What follows belongs to an exercise in optimizing a design on an open flow for small area, a short achievable clock period and few clock cycles; a production flow would make more cautious choices. In this exercise RTL edits were held to simulation tests only and were not proved equivalent to the original.

==> flow/design.v <==
package mvuPkg;
	localparam int unsigned PE = 4;	 
	localparam int unsigned SIMD = 8;	 
	localparam int unsigned WEIGHT_WIDTH = 4;	 
	localparam int unsigned ACTIVATION_WIDTH = 4;	 
	localparam int unsigned ACCU_WIDTH = 16;	 
	localparam int unsigned PROD_WIDTH = WEIGHT_WIDTH + ACTIVATION_WIDTH;
	localparam int unsigned SUM_WIDTH = PROD_WIDTH + $clog2(SIMD);	 
	localparam int unsigned MAX_FOLD = 8;
	localparam int unsigned FOLD_WIDTH = $clog2(MAX_FOLD);
	localparam int unsigned OUT_WIDTH = 8;
	localparam int unsigned OUT_SHIFT = 2;
	localparam int unsigned OUT_MAX = (1 << OUT_WIDTH) - 1;	 
	localparam int unsigned LANE_WIDTH = (PE > 1) ? $clog2(PE) : 1;
	localparam int unsigned FIFO_DEPTH = 8;
	localparam int unsigned PTR_WIDTH = $clog2(FIFO_DEPTH);
	localparam int unsigned CNT_WIDTH = PTR_WIDTH + 1;	 
	localparam int unsigned HOLD_LEVEL = FIFO_DEPTH - 6;	 
	localparam int unsigned WTILE_WIDTH = PE * SIMD * WEIGHT_WIDTH;
	localparam int unsigned ATILE_WIDTH = SIMD * ACTIVATION_WIDTH;
	localparam int unsigned RES_WIDTH = PE * ACCU_WIDTH;
	typedef enum logic {
		SER_IDLE,	 
		SER_SEND	 
	} serState_t;
endpackage
`timescale 1ns/1ns
import mvuPkg::*;
module weightMem (
	input  logic                            clk,
	input  logic                            wWr,	 
	input  logic [mvuPkg::FOLD_WIDTH-1:0]   wAddr,
	input  logic [mvuPkg::WTILE_WIDTH-1:0]  wData,
	input  logic [mvuPkg::FOLD_WIDTH-1:0]   rdAddr,	 
	output logic [mvuPkg::WTILE_WIDTH-1:0]  rdData
);
	logic [WTILE_WIDTH-1:0] mem [MAX_FOLD];
	always_ff @(posedge clk) begin
		if (wWr) begin
			mem[wAddr] <= wData;
		end
	end
	always_ff @(posedge clk) begin
		rdData <= mem[rdAddr];
	end
endmodule
`timescale 1ns/1ns
import mvuPkg::*;
module mvuSequencer (
	input  logic                            clk,
	input  logic                            rst,
	input  logic                            aStrobe,	 
	input  logic [mvuPkg::ATILE_WIDTH-1:0]  aData,
	input  logic                            aPad,	 
	input  logic [mvuPkg::FOLD_WIDTH-1:0]   foldCount,	 
	output logic [mvuPkg::FOLD_WIDTH-1:0]   rdAddr,
	output logic [mvuPkg::ATILE_WIDTH-1:0]  a,
	output logic                            last,
	output logic                            zero
);
	logic [FOLD_WIDTH-1:0] foldCnt;	 
	logic                  atEnd;
	assign atEnd = (foldCnt == foldCount);
	always_ff @(posedge clk) begin
		if (rst) begin
			foldCnt <= '0;
		end else if (aStrobe) begin
			if (atEnd)
				foldCnt <= '0;	 
			else
				foldCnt <= foldCnt + 1'b1;
		end
	end
	assign rdAddr = foldCnt;
	always_ff @(posedge clk) begin
		if (rst) begin
			last <= 1'b0;
			zero <= 1'b1;	 
		end else begin
			last <= aStrobe && atEnd;
			zero <= !aStrobe || aPad;	 
		end
	end
	always_ff @(posedge clk) begin
		a <= aData;
	end
endmodule
`timescale 1ns/1ns
import mvuPkg::*;
module mvuCore (
	input  logic                            clk,
	input  logic                            rst,
	input  logic                            last,	 
	input  logic                            zero,	 
	input  logic [mvuPkg::WTILE_WIDTH-1:0]  w,	 
	input  logic [mvuPkg::ATILE_WIDTH-1:0]  a,	 
	output logic                            vld,
	output logic [mvuPkg::RES_WIDTH-1:0]    p	 
);
	function automatic logic signed [PROD_WIDTH-1:0] laneProd(
		input logic signed [WEIGHT_WIDTH-1:0] wv,
		input logic [ACTIVATION_WIDTH-1:0]    av
	);
		logic signed [PROD_WIDTH-1:0] wExt;
		logic signed [PROD_WIDTH-1:0] aExt;
		wExt = PROD_WIDTH'(wv);	 
		aExt = $signed(PROD_WIDTH'(av));	 
		laneProd = wExt * aExt;
	endfunction
	logic [1:5] L;	 
	logic [1:3] Z;	 
	logic [WTILE_WIDTH-1:0]         w1;
	logic [ATILE_WIDTH-1:0]         a1;
	logic signed [PROD_WIDTH-1:0]   m2 [PE][SIMD];
	logic signed [SUM_WIDTH-1:0]    sum2 [PE];	 
	logic signed [SUM_WIDTH-1:0]    s3 [PE];
	logic signed [ACCU_WIDTH-1:0]   acc4 [PE];
	logic signed [ACCU_WIDTH-1:0]   res5 [PE];
	always_ff @(posedge clk) begin
		if (rst) begin
			L <= '0;
			Z <= '1;	 
		end else begin
			L <= {last, L[1:4]};
			Z <= {zero, Z[1:2]};
		end
	end
	assign vld = L[5];
	always_ff @(posedge clk) begin
		w1 <= w;
		a1 <= a;
	end
	always_ff @(posedge clk) begin
		for (int pe = 0; pe < PE; pe++) begin
			for (int s = 0; s < SIMD; s++) begin
				m2[pe][s] <= laneProd(w1[(pe*SIMD + s)*WEIGHT_WIDTH +: WEIGHT_WIDTH],
					a1[s*ACTIVATION_WIDTH +: ACTIVATION_WIDTH]);
			end
		end
	end
	always_comb begin
		for (int pe = 0; pe < PE; pe++) begin
			sum2[pe] = '0;
			for (int s = 0; s < SIMD; s++)
				sum2[pe] = sum2[pe] + SUM_WIDTH'(m2[pe][s]);	 
		end
	end
	always_ff @(posedge clk) begin
		for (int pe = 0; pe < PE; pe++)
			s3[pe] <= sum2[pe];
	end
	always_ff @(posedge clk) begin
		if (rst) begin
			for (int pe = 0; pe < PE; pe++)
				acc4[pe] <= '0;
		end else begin
			for (int pe = 0; pe < PE; pe++) begin
				acc4[pe] <= (L[4] ? '0 : acc4[pe])
					+ (Z[3] ? '0 : ACCU_WIDTH'(s3[pe]));	 
			end
		end
	end
	always_ff @(posedge clk) begin
		for (int pe = 0; pe < PE; pe++)
			res5[pe] <= acc4[pe];
	end
	always_comb begin
		for (int pe = 0; pe < PE; pe++)
			p[pe*ACCU_WIDTH +: ACCU_WIDTH] = res5[pe];
	end
endmodule
`timescale 1ns/1ns
import mvuPkg::*;
module resultFifo (
	input  logic                          clk,
	input  logic                          rst,
	input  logic                          push,	 
	input  logic [mvuPkg::RES_WIDTH-1:0]  pushData,
	input  logic                          pop,
	output logic [mvuPkg::RES_WIDTH-1:0]  popData,	 
	output logic                          empty,
	output logic                          hold	 
);
	logic [RES_WIDTH-1:0] mem [FIFO_DEPTH];
	logic [PTR_WIDTH-1:0] wrPtr;
	logic [PTR_WIDTH-1:0] rdPtr;
	logic [CNT_WIDTH-1:0] occ;	 
	logic                 full;
	always_ff @(posedge clk) begin
		if (rst) begin
			wrPtr <= '0;
			rdPtr <= '0;
			occ <= '0;
		end else begin
			if (push)
				wrPtr <= wrPtr + 1'b1;	 
			if (pop)
				rdPtr <= rdPtr + 1'b1;
			case ({push, pop})
				2'b10: occ <= occ + 1'b1;
				2'b01: occ <= occ - 1'b1;
				default: occ <= occ;	 
			endcase
		end
	end
	always_ff @(posedge clk) begin
		if (push)
			mem[wrPtr] <= pushData;
		if (pop)
			popData <= mem[rdPtr];
	end
	assign empty = (occ == '0);
	assign full = (occ == CNT_WIDTH'(FIFO_DEPTH));
	assign hold = (occ >= CNT_WIDTH'(HOLD_LEVEL));	 
endmodule
`timescale 1ns/1ns
import mvuPkg::*;
module requantSerializer (
	input  logic                           clk,
	input  logic                           rst,
	input  logic                           empty,
	input  logic [mvuPkg::RES_WIDTH-1:0]   popData,
	output logic                           pop,
	output logic                           outVld,
	output logic [mvuPkg::OUT_WIDTH-1:0]   outData,
	output logic [mvuPkg::LANE_WIDTH-1:0]  outLane	 
);
	mvuPkg::serState_t       state;
	logic [LANE_WIDTH-1:0]   lane;	 
	logic                    lastLane;
	logic signed [ACCU_WIDTH-1:0] accSel;
	logic signed [ACCU_WIDTH-1:0] shifted;
	logic [OUT_WIDTH-1:0]    quant;
	assign lastLane = (lane == LANE_WIDTH'(PE - 1));
	assign pop = !empty && ((state == SER_IDLE) || lastLane);
	always_comb begin
		accSel = $signed(popData[lane*ACCU_WIDTH +: ACCU_WIDTH]);
		shifted = (accSel < 0) ? '0 : (accSel >>> OUT_SHIFT);
		if (shifted > $signed(ACCU_WIDTH'(OUT_MAX)))
			quant = OUT_WIDTH'(OUT_MAX);
		else
			quant = OUT_WIDTH'(shifted);
	end
	always_ff @(posedge clk) begin
		if (rst) begin
			state <= SER_IDLE;
			lane <= '0;
			outVld <= 1'b0;
		end else begin
			outVld <= (state == SER_SEND);
			case (state)
				SER_IDLE: if (pop) state <= SER_SEND;	 
				SER_SEND: begin
					if (lastLane) begin
						lane <= '0;
						state <= pop ? SER_SEND : SER_IDLE;
					end else begin
						lane <= lane + 1'b1;
					end
				end
				default: state <= SER_IDLE;
			endcase
		end
	end
	always_ff @(posedge clk) begin
		outData <= quant;
		outLane <= lane;
	end
endmodule
`timescale 1ns/1ns
import mvuPkg::*;
module mvuTop (
	input  logic                           clk,
	input  logic                           rst,
	input  logic                           wWr,
	input  logic [mvuPkg::FOLD_WIDTH-1:0]  wAddr,
	input  logic [mvuPkg::WTILE_WIDTH-1:0] wData,
	input  logic [mvuPkg::FOLD_WIDTH-1:0]  foldCount,
	input  logic                           aStrobe,
	input  logic [mvuPkg::ATILE_WIDTH-1:0] aData,
	input  logic                           aPad,
	output logic                           outVld,
	output logic [mvuPkg::OUT_WIDTH-1:0]   outData,
	output logic [mvuPkg::LANE_WIDTH-1:0]  outLane,
	output logic                           hold
);
	logic [FOLD_WIDTH-1:0]  rdAddr;
	logic [WTILE_WIDTH-1:0] rdData;
	logic [ATILE_WIDTH-1:0] a;
	logic                   last;
	logic                   zero;
	logic                   vld;
	logic [RES_WIDTH-1:0]   p;
	logic                   pop;
	logic [RES_WIDTH-1:0]   popData;
	logic                   empty;
	weightMem weightMem_i (
		.clk    (clk),
		.wWr    (wWr),
		.wAddr  (wAddr),
		.wData  (wData),
		.rdAddr (rdAddr),
		.rdData (rdData)
	);
	mvuSequencer mvuSequencer_i (
		.clk       (clk),
		.rst       (rst),
		.aStrobe   (aStrobe),
		.aData     (aData),
		.aPad      (aPad),
		.foldCount (foldCount),
		.rdAddr    (rdAddr),
		.a         (a),
		.last      (last),
		.zero      (zero)
	);
	mvuCore mvuCore_i (
		.clk  (clk),
		.rst  (rst),
		.last (last),
		.zero (zero),
		.w    (rdData),
		.a    (a),
		.vld  (vld),
		.p    (p)
	);
	resultFifo resultFifo_i (
		.clk      (clk),
		.rst      (rst),
		.push     (vld),
		.pushData (p),
		.pop      (pop),
		.popData  (popData),
		.empty    (empty),
		.hold     (hold)
	);
	requantSerializer requantSerializer_i (
		.clk     (clk),
		.rst     (rst),
		.empty   (empty),
		.popData (popData),
		.pop     (pop),
		.outVld  (outVld),
		.outData (outData),
		.outLane (outLane)
	);
endmodule
==> flow/run.sh <==
#!/bin/bash
# synth_recipe.tcl (not shown) runs the flow's synth.tcl, then flattens the netlist and writes it again
# the make line also repeats each setting of config.mk as NAME=value (left out here)
make -C /OpenROAD-flow-scripts/flow DESIGN_CONFIG=/design/flow/config.mk WORK_HOME=/design/flow/orfs CLKGATE_MAP_FILE= SYNTH_SCRIPT=/design/flow/synth_recipe.tcl finish
==> flow/config.mk <==
export PLATFORM = sky130hd
export DESIGN_NAME = mvuTop
export DESIGN_NICKNAME = mvuTop
export VERILOG_FILES = /design/flow/design.v
export SDC_FILE = /design/flow/constraint.sdc
export NUM_CORES = 4
export LEC_CHECK = 0
export CAP_MARGIN = 20
export CORE_MARGIN = 2
export CORE_UTILIZATION = 40
export SLEW_MARGIN = 20
==> flow/constraint.sdc <==
create_clock -name core_clock -period 6.0 [get_ports {clk}]
set_input_delay 1.2000 -clock core_clock [delete_from_list [all_inputs] [get_ports {clk}]]
set_output_delay 1.2000 -clock core_clock [all_outputs]
set_load 0.01 [all_outputs]
==> results.cfg <==
[run_status]
status = finished clean

[sta]
slew_violations = 0
worst_slack_ps = 907
rsz0062_at_grt = no
hold_ws_ps = 270
setup_viol = 0
hold_violations = 0
maxSlewHeadroom_pct = 26.6
fin_skew_ps = 111
worst_pin_slew_ps = 1100
fin_crit_sh_pct = 84.9
max_freq_mhz = 196
finalCriticalPeriod_ps = 5090

[synthesis]
yosysSeqAreaShare_pct = 61.6
synth_edf_count = 1528
syn_nets = 7411
synth_most_common_cell = edfxtp_1
yosysWarnings = 10
synth_area_per_cell_um2 = 15.9
synthTopCellsByCount = edfxtp_1, dfxtp_1, inv_1
syn_inst = 6276
synth-async-reset-ratio_pct = 0
synth_top_cell_by_area = edfxtp_1
synth-main-ff-cell = edfxtp_1
synth_area_leaders = edfxtp_1, dfxtp_1, mux4_2
synth_seq_cells = 2305
yosysUniqueCellTypes = 63
syn_area_um2 = 99700
synth_top_area_share_pct = 46.0

[critical_path]
timing.rr.start = mvuCore_i.m2[2][1]$_DFF_P_
path_cells = inv_1 > fa_1 > inv_1 > ha_1 > inv_1 > fa_1 > nor2b_1 > o21ai_0 > a21boi_0 > nor2_1 > fa_1 > inv_1 > fa_1 > inv_1 > fa_1 > ha_1 > o21ai_0 > a21boi_0 > o21a_1 > o41a_1 > xnor2_1
cpPeakStageDelay_ps = 480
crit_path_start = mvuCore_i.m2[2][1]$_DFF_P_
endpoint_kind = flop
crit_family = adder cells
path_max_fanout = 3
path_class = flop to flop
cp_slowest_cell = fa_1
start_kind = flop
required_ps = 6730
crit_buf_inv = 5
cp_data_arrival_time_ps = 5820

[cts]
cts_tree = yes
clock_sinks = 2305
root_buffer = clkbuf_16
ctsResizeCount = 0
h-tree-depth = 4
numCtsBuffers = 235
cts_buffer_depth = 3
cts_hold_buf = 0
insertion_delay_ps = 900
cts_setup_buffers = 0
clkTransAtPathRegs_ps = 60

[layout]
drive_gt1_share_pct = 15.5
seq_area_um2 = 61500
nFillCells = 21500
area_growth_pct = 14.4
multiInputGateArea_um2 = 35200
fin_nets = 7742

[grt]
grt_use_met3_pct = 3.06
grt_max_degree = 118
grt_util_met2_pct = 28.6
grt_pass1_wl_um = 326000
antenna_found_initial = 32
grt_use_met1_pct = 22.9
grt_pass1_vias = 52900
grt_usage_pct = 17.0
top_usage_layer = met2
grt.overflow.total = 0

[route]
vias = 49700
route.detailed.drc = 0
firstDrtPassIters = 5
ant_nets = 0
postRouteWirelength_um = 213000
drt_iter0_markers = 2713
wl_per_cell_um = 21.0
viasPerCell = 4.90

[floorplan]
die_w_um = 503
ios = 183
initial_core_util_pct = 40.2
dieHeight_um = 503
rows = 183
die_area_um2 = 253000
coreArea_um2 = 248000

[place]
dp_hpwl_um = 143000
pre_cts_ws_ps = 935
port_buffers = 182
gp_congestion = 0.826

[job]
maxCapViolCount = 0

[min_path]
hp-start = weightMem_i.rdData[100]$_DFF_P_
hp-class = flop to flop
[registers in the layout, summed over array words and instances (netlist names), 56 cells and up]
signal,flops
mvuCore_i.acc4,64
resultFifo_i.mem,448
resultFifo_i.popData,56
weightMem_i.mem,1024
mvuCore_i.res5,56
mvuCore_i.w1,128
weightMem_i.rdData,128
mvuCore_i.m2,256
[stage by stage]
step	TNS, ps	util [%]	cell area, um^2	std cells
4_1_cts	0	45.9	114000	10100
3_3_place_gp	0	42.7	106000	9700
5_1_grt	0	45.9	114000	10100
6_report	0	45.9	114000	10200
3_5_place_dp	0	42.7	106000	9700
2_1_floorplan	-630020	-	99700	6276
[layer usage]
metal | share of wire [%] | vias up
met2 | 49 | 882
met4 | 2.3 | 28
li1 | - | 23000
met3 | 4.5 | 293
met1 | 44 | 25500
met5 | 0.093 | -
[worst paths after layout]
check,to,slack [ps],depth (start not counted)
setup / recovery,mvuCore_i.s3[0][10]$_DFF_P_,910,21
setup reg to reg,mvuCore_i.s3[0][10]$_DFF_P_,910,21
hold / removal,mvuCore_i.w1[100]$_DFF_P_,270,0
hold reg to reg,mvuCore_i.w1[100]$_DFF_P_,270,0
[cells in the final DEF, fill, tap and decap left out, types with 13 or more instances in the layout]
cell             synthesis  final
edfxtp_1              1528   1528
clkbuf_8                 0     32
nor2_1                 241    229
and2_1                 260    260
o21ai_0                 56     56
clkdlybuf4s50_1          0    181
buf_4                    1     60
a21oi_1                111    111
mux4_2                 376    376
xnor2_1                244    244
clkinv_2                 0     47
nor3_1                  32     28
o21a_1                  22     21
nand2b_1                65     65
inv_1                  675    675
xor2_1                  28     28
nand2_1                185    185
ha_1                   615    615
mux2_2                 191    191
fa_1                   349    349
clkbuf_1               113     51
clkbuf_16                0    242
nor2b_1                140    140
a21o_1                  90     90
bufinv_16                0     19
buf_12                   0     17
a211oi_1                13     13
clkinv_1                 0     23
dfxtp_1                777    770
[final cells by class]
class	instances	share of cell area [%]
diodes	4	0.00878
inverters	675	2.22
multi-input cells	3132	30.8
well taps	3330	3.65
clock buffers	326	5.87
flip-flops and latches	2305	53.9
clock inverters	121	1.23
repair buffers	258	2.28
[logic make-up (layout without fill, tap and decap cells)]
logic type                 after synthesis  after routing  synth area share (%)
DFF                                   2305           2305                  61.6
adders and majority gates              964            964                  14.7
and+or+nand+nor                        962            962                  4.95
buffers and inverters                  839           1380                  3.21
muxes                                  575            575                  10.7
AOI/OAI and AO/OA                      359            359                  2.35
xor gates and xnor gates               272            272                  2.39
other                                    0              4                     0
Testbench counts, summed over its fixed seeds: cycles 10,350.

separate check: timing with driven ports:
Ports are ideal in the flow. The routed layout listed here was re-timed in OpenROAD. Step 1 (the two cells are an assumption about what drives the block):
set clk [get_ports {clk}]
set_driving_cell -lib_cell sky130_fd_sc_hd__clkbuf_16 $clk
set_driving_cell -lib_cell sky130_fd_sc_hd__buf_2 [delete_from_list [all_inputs] $clk]
Step 2 also shifts input and output timing later by t, the mid clock arrival at the registers, as if the neighbouring blocks saw the same clock. Three values: no drivers, after step 1, after step 2; two values: the first two.
t (ns): 0.946
setup WS [ns]: 0.907 / 0.907 / 0.907
latest minus earliest clock arrival (ns): 0.115 / 0.115
After both steps setup and hold are still met in this run. For this run, drivers alone change the setup slack by 0.000 ns; drivers and shift together by 0.000 ns.
